This design comes from an exercise in tuning for small area on the open sky130 flow, not from production work.
In this exercise RTL edits were held to simulation tests only and were not proved equivalent to the original.
No activity file was given, so power comes from the tool's default toggle rates.

==> flow/design.v (excerpt) <==
module regfile_scoreboard #(
  parameter int          DATA_W     = 32,
  parameter int          ADDR_W     = 5,
  parameter logic [31:0] RESET_BASE = 32'h100
) (
  input  logic              clock,
  input  logic              reset,
  input  logic [ADDR_W-1:0] rs_addr,
  input  logic [ADDR_W-1:0] rt_addr,
  output logic [DATA_W-1:0] rs_data,
  output logic [DATA_W-1:0] rt_data,
  input  logic              wb_en,
  input  logic [ADDR_W-1:0] wb_addr,
  input  logic [DATA_W-1:0] wb_data,
  input  logic              issue_en,
  input  logic [ADDR_W-1:0] issue_dst,
  output logic              stall,
  output logic [ADDR_W:0]   pending_count
);
  localparam int NREGS = 2**ADDR_W;
  logic [DATA_W-1:0] data_q [1:NREGS-1];
  logic [NREGS-1:1] valid_q, pend_q;
  logic [NREGS-1:1] wb_mask, wb_keep, set_mask, eff;
  logic [NREGS-1:1] dec_rs, dec_rt, dec_dst;
  logic [ADDR_W:0] count_q, count_d;
  logic accept, set_new, clr_old;
  for (genvar r = 1; r < NREGS; r++) begin : g_dec
    assign wb_mask[r] = wb_en && wb_addr == ADDR_W'(r);
    assign dec_rs[r]  = rs_addr == ADDR_W'(r);
    assign dec_rt[r]  = rt_addr == ADDR_W'(r);
    assign dec_dst[r] = issue_dst == ADDR_W'(r);
  end
  assign eff = pend_q & ~wb_mask;
  assign stall = issue_en && |(eff & (dec_rs | dec_rt | dec_dst));
  assign accept = issue_en && !stall;
  ...
Size in the first run: about 3800 cells after synthesis, roughly 1100 flip-flops, ~130 I/O pins, ~43000 µm² of cells after synthesis.
Settings: LEC_CHECK=0, CAP_MARGIN=20, CORE_MARGIN=2, CORE_UTILIZATION=40, SLEW_MARGIN=20, SYNTH_HIERARCHICAL=1, SYNTH_MINIMUM_KEEP_SIZE=0; clock period 7.0 ns.
standard.sh (not shown) runs the stock make flow with config.mk's settings and CLKGATE_MAP_FILE= SYNTH_SCRIPT=/design/flow/synth_recipe.tcl, a recipe that flattens the netlist after the stock synthesis.
==> flow/flow/run.sh <==
#!/bin/bash
# Standard ORFS layout (the standard.sh, standard synthesis unchanged) with two changes:
#  - ports are buffered with sky130_fd_sc_hd__buf_1 instead of the default delay buffer
#  - CTS builds the leaves from clkbuf_8 in clusters of up to 14 sinks within 50 um, with
#    no dummy loads
# make's output goes to flow_make.log in the work folder; each ORFS step keeps its own log
# under orfs/logs.
set -euo pipefail
cd "$(dirname "$0")/.."
bash standard.sh \
  BUFFER_PORTS_ARGS="-buffer_cell sky130_fd_sc_hd__buf_1" \
  CTS_ARGS="-sink_clustering_enable -repair_clock_nets -dont_use_dummy_load -sink_clustering_size 14 -sink_clustering_max_diameter 50 -buf_list sky130_fd_sc_hd__clkbuf_8" \
  finish > flow_make.log 2>&1
Edit:
==> flow/flow/run.sh (replaced) <==
#!/bin/bash
# Standard ORFS layout (the standard.sh, standard synthesis unchanged) with two changes:
#  - ports are buffered with sky130_fd_sc_hd__buf_1 instead of the default delay buffer
#  - CTS builds the leaves from clkbuf_8 in clusters of up to 16 sinks within 60 um, with
#    no dummy loads
# make's output goes to flow_make.log in the work folder; each ORFS step keeps its own log
# under orfs/logs.
set -euo pipefail
cd "$(dirname "$0")/.."
bash standard.sh \
  BUFFER_PORTS_ARGS="-buffer_cell sky130_fd_sc_hd__buf_1" \
  CTS_ARGS="-sink_clustering_enable -repair_clock_nets -dont_use_dummy_load -sink_clustering_size 16 -sink_clustering_max_diameter 60 -buf_list sky130_fd_sc_hd__clkbuf_8" \
  finish > flow_make.log 2>&1
PLACE_DENSITY = 0.75   (was default)
Effect: Routed wire length falls by 2.9%; clock skew is lower by 0.0082 ns; combinational power goes up by about 2%; synthesized cell count stays the same; die area is unchanged; power is lower by 2.3%; core utilization drops by 0.20 points; final area drops by 0.44%; sequential power barely changes.
Edit:
==> flow/flow/run.sh (replaced) <==
#!/bin/bash
# Standard ORFS layout (the standard.sh, standard synthesis unchanged) with two changes:
#  - ports are buffered with sky130_fd_sc_hd__buf_1 instead of the default delay buffer
#  - CTS builds the tree from clkbuf_8 with no dummy loads
# make's output goes to flow_make.log in the work folder; each ORFS step keeps its own log
# under orfs/logs.
set -euo pipefail
cd "$(dirname "$0")/.."
bash standard.sh \
  BUFFER_PORTS_ARGS="-buffer_cell sky130_fd_sc_hd__buf_1" \
  CTS_ARGS="-sink_clustering_enable -repair_clock_nets -dont_use_dummy_load -sink_clustering_size 16 -sink_clustering_max_diameter 50 -buf_list {sky130_fd_sc_hd__clkbuf_8 sky130_fd_sc_hd__clkbuf_16} -root_buf sky130_fd_sc_hd__clkbuf_16" \
  finish > flow_make.log 2>&1
PLACE_DENSITY = default   (was 0.75)
Effect: The new run went through all stages and came out clean; synthesized cell count stays the same; wire length rose by 3.0%; worst setup slack gains 0.16 ns; sequential cell count does not change.

## separate check: timing with driven ports
The results above use ideal ports. As a check the final layouts listed here were re-extracted and re-timed, cells and wires unchanged. Step 1 (the two cells are an assumption about what drives the block):
set clk [get_ports {clock}]
set_driving_cell -lib_cell sky130_fd_sc_hd__clkbuf_16 $clk
set_driving_cell -lib_cell sky130_fd_sc_hd__buf_2 [delete_from_list [all_inputs] $clk]
Step 2 moves the port delays by t, midway between the first and last clock arrival at a register: inputs arrive t later, outputs are due t later. That takes back most of the time a late clock gives input paths. Slacks: no drivers / after step 1 / after step 2; pairs: no drivers / after step 1.
run | t, ns | setup slack, ns | latest minus earliest clock arrival (ns)
the first run | 0.851 | 0.235 / 0.205 / 0.205 | 0.127 / 0.126
the second run | 0.781 | 0.162 / 0.128 / 0.112 | 0.132 / 0.132
the third run | 0.751 | 0.325 / 0.305 / 0.181 | 0.106 / 0.106
After both steps every run listed still meets setup and hold. The setup slack of the third run, which loses most, moves by -0.020 ns with the drivers and by -0.144 ns with both steps.
